Source: an optimization exercise on an open RTL-to-GDS flow (aim: a short achievable clock period and few clock cycles). Production flows keep margins and buffers that such runs may drop.
Function was checked by simulation only, so behaviour that the tests miss may differ from the original.
No activity file was given, so power comes from the tool's default toggle rates.

// aes_noc_feeder
module aes_noc_feeder (
  input  logic         clk,
  input  logic         reset,
  input  logic         key_wr_en,
  input  logic [4:0]   key_wr_addr,
  input  logic [63:0]  key_wr_data,
  input  logic         key_load,
  input  logic [127:0] iv_data,
  input  logic         iv_load,
  input  logic         pt_valid,
  output logic         pt_ready,
  input  logic [127:0] pt_data,
  output logic         ct_valid,
  input  logic         ct_ready,
  output logic [127:0] ct_data,
  output logic [63:0]  noc_tx_lo,
  output logic [7:0]   noc_tx_cmd,
  output logic         noc_tx_valid,
  input  logic         noc_tx_rdy,
  input  logic [63:0]  noc_rx_lo,
  input  logic [7:0]   noc_rx_cmd,
  input  logic         noc_rx_valid,
  output logic         noc_rx_rdy,
  output logic         busy,
  output logic         timeout,
  output logic [15:0]  blocks_done
);
Settings: LEC_CHECK=0, CAP_MARGIN=20, CORE_MARGIN=2, CORE_UTILIZATION=55, SETUP_SLACK_MARGIN=3.0, SLEW_MARGIN=20; clock period 5.5 ns.
standard.sh (not shown) runs the stock make flow with config.mk's settings and CLKGATE_MAP_FILE= SYNTH_SCRIPT=/design/flow/synth_recipe.tcl, a recipe that flattens the netlist after the stock synthesis.
==> flow/flow/run.sh <==
#!/bin/bash
# The standard layout, except that after floorplan flow/cones.tcl rebuilds the gates
# that drive pt_ready, noc_tx_valid and ct_valid (see flow/cones_spec.tcl), and the pins of
# the response/handshake signals those gates join are placed side by side; after detailed
# placement flow/near.tcl moves those gates beside their output buffers.
set -euo pipefail
export POST_FLOORPLAN_TCL="$PWD/flow/cones.tcl"
export POST_DETAIL_PLACE_TCL="$PWD/flow/near.tcl"
export PLACE_PINS_ARGS='-group_pins {noc_rx_valid noc_rx_cmd[0] noc_rx_cmd[1] noc_rx_cmd[2] noc_rx_cmd[3] noc_rx_cmd[4] noc_rx_cmd[5] noc_rx_cmd[6] noc_rx_cmd[7] ct_ready noc_tx_rdy pt_ready noc_tx_valid ct_valid}'
bash standard.sh > "$PWD/standard.log" 2>&1
==> flow/flow/near.tcl <==
# After detailed placement: put the gates that flow/cones.tcl built for each output port
# beside that port's output buffer, so the long wire to them is driven by the input
# buffers rather than by the last gate, then legalize again.
set near_block [ord::get_db_block]
foreach port {pt_ready noc_tx_valid ct_valid} {
  set net [$near_block findNet $port]
  set buf ""
  foreach it [$net getITerms] { if {[$it isOutputSignal]} { set buf [$it getInst] } }
  if {$buf == ""} { continue }
  set loc [$buf getLocation]
  foreach suffix {y ca cb cc ld st} {
    set inst [$near_block findInst "cone_${port}_$suffix"]
    if {$inst == "NULL" || $inst == ""} { continue }
    $inst setLocation [lindex $loc 0] [lindex $loc 1]
    puts "near.tcl: [$inst getName] to $loc"
  }
}
detailed_placement
check_placement

# Likewise the registers that drive noc_tx_lo and noc_tx_cmd: beside their output buffers.
set near_moved 0
foreach bt [$near_block getBTerms] {
  set pname [$bt getName]
  if {![string match "noc_tx_lo*" $pname] && ![string match "noc_tx_cmd*" $pname]} { continue }
  set net [$bt getNet]
  set buf ""
  foreach it [$net getITerms] { if {[$it isOutputSignal]} { set buf [$it getInst] } }
  if {$buf == ""} { continue }
  set a [$buf findITerm A]
  if {$a == "NULL" || $a == ""} { continue }
  set inet [$a getNet]
  foreach it [$inet getITerms] {
    if {![$it isOutputSignal]} { continue }
    set drv [$it getInst]
    if {[regexp {fxtp} [[$drv getMaster] getName]]} {
      set loc [$buf getLocation]
      $drv setLocation [lindex $loc 0] [lindex $loc 1]
      incr near_moved
    }
  }
}
puts "near.tcl: moved $near_moved registers beside their output buffers"
detailed_placement
check_placement
Other scripts of this flow, unchanged in this note and not shown: flow/flow/cones.tcl, flow/flow/cones_spec.tcl
Testbench counts at the start, summed over its fixed seeds: cycles 2,880.
Then changed:
==> flow/flow/run.sh (replaced) <==
#!/bin/bash
# The standard layout, except that after floorplan flow/cones.tcl rebuilds the gates
# that drive pt_ready, noc_tx_valid and ct_valid (see flow/cones_spec.tcl).
set -euo pipefail
export POST_FLOORPLAN_TCL="$PWD/flow/cones.tcl"
bash standard.sh > "$PWD/standard.log" 2>&1
CORE_UTILIZATION = 50   (was 55)
CTS_CLUSTER_DIAMETER = 100   (was unset)
CTS_CLUSTER_SIZE = 30   (was unset)
removed: flow/flow/near.tcl
Total power shrinks by 19%; sequential power barely changes; global-route usage shrinks by 4.8 points.
Then changed:
CORE_UTILIZATION = 40   (was 50)
CTS_CLUSTER_DIAMETER = unset   (was 100)
CTS_CLUSTER_SIZE = unset   (was 30)
Result: Setup slack is better by 0.013 ns. Utilization decreases by 11 points. First-iteration DRC count decreases by roughly a tenth. Clock skew increases by 0.0092 ns. Clock power increases by well over a third. Via count decreases slightly. Area after synthesis stays the same. Power increases by about a fifth. Cell area increases by a few percent. Register-to-register slack is better by 0.03 ns. Global-route usage decreases by 7.3 points.
Then changed:
==> flow/flow/run.sh (replaced) <==
#!/bin/bash
# The standard layout, except that after floorplan flow/cones.tcl rebuilds the gates
# that drive pt_ready, noc_tx_valid and ct_valid (see flow/cones_spec.tcl), and the pins of
# the response/handshake signals those gates join are placed side by side.
set -euo pipefail
export POST_FLOORPLAN_TCL="$PWD/flow/cones.tcl"
export PLACE_PINS_ARGS='-group_pins {noc_rx_valid noc_rx_cmd[0] noc_rx_cmd[1] noc_rx_cmd[2] noc_rx_cmd[3] noc_rx_cmd[4] noc_rx_cmd[5] noc_rx_cmd[6] noc_rx_cmd[7] ct_ready noc_tx_rdy pt_ready noc_tx_valid ct_valid}'
bash standard.sh > "$PWD/standard.log" 2>&1
CORE_UTILIZATION = 55   (was 40)
Outcome:
- sequential power barely changes
- register-to-register slack improves by 0.04 ns
- worst hold slack gains 0.010 ns
- cell area is lower by 1.8%
- sequential share of layout area rose by 1.0 points
- routed wire length stays flat
- total power went down by about 2%
- global-route usage grows by 11 points

port drivers added, routing unchanged:
In the flow no input, the clock included, has a driving cell. The finished layouts below were timed again as built, in two steps. Step 1 (the two cells are an assumption about what drives the block):
set clk [get_ports {clk}]
set_driving_cell -lib_cell sky130_fd_sc_hd__clkbuf_16 $clk
set_driving_cell -lib_cell sky130_fd_sc_hd__buf_2 [delete_from_list [all_inputs] $clk]
Step 2 moves the port delays by t, midway between the first and last clock arrival at a register: inputs arrive t later, outputs are due t later. That takes back most of the time a late clock gives input paths. Three values: no drivers, after step 1, after step 2; two values: the first two.
run	t, ns	slack for setup (ns)	slew at the worst register clock pin (ns)	worst data-port slew with drivers (ns)	pins driven straight from the clock port
the first run	0.919	2.644 / 2.591 / 1.811	0.07 / 0.07	0.29	1
the second run	0.811	2.596 / 2.521 / 1.846	0.12 / 0.12	0.30	1
the third run	0.925	2.609 / 2.492 / 1.896	0.08 / 0.08	0.28	1
the fourth run	0.926	2.626 / 2.532 / 1.906	0.07 / 0.07	0.27	1
After both steps setup and hold are still met in every run listed. The setup slack of the first run, which loses most, moves by -0.053 ns with the drivers and by -0.833 ns with both steps.
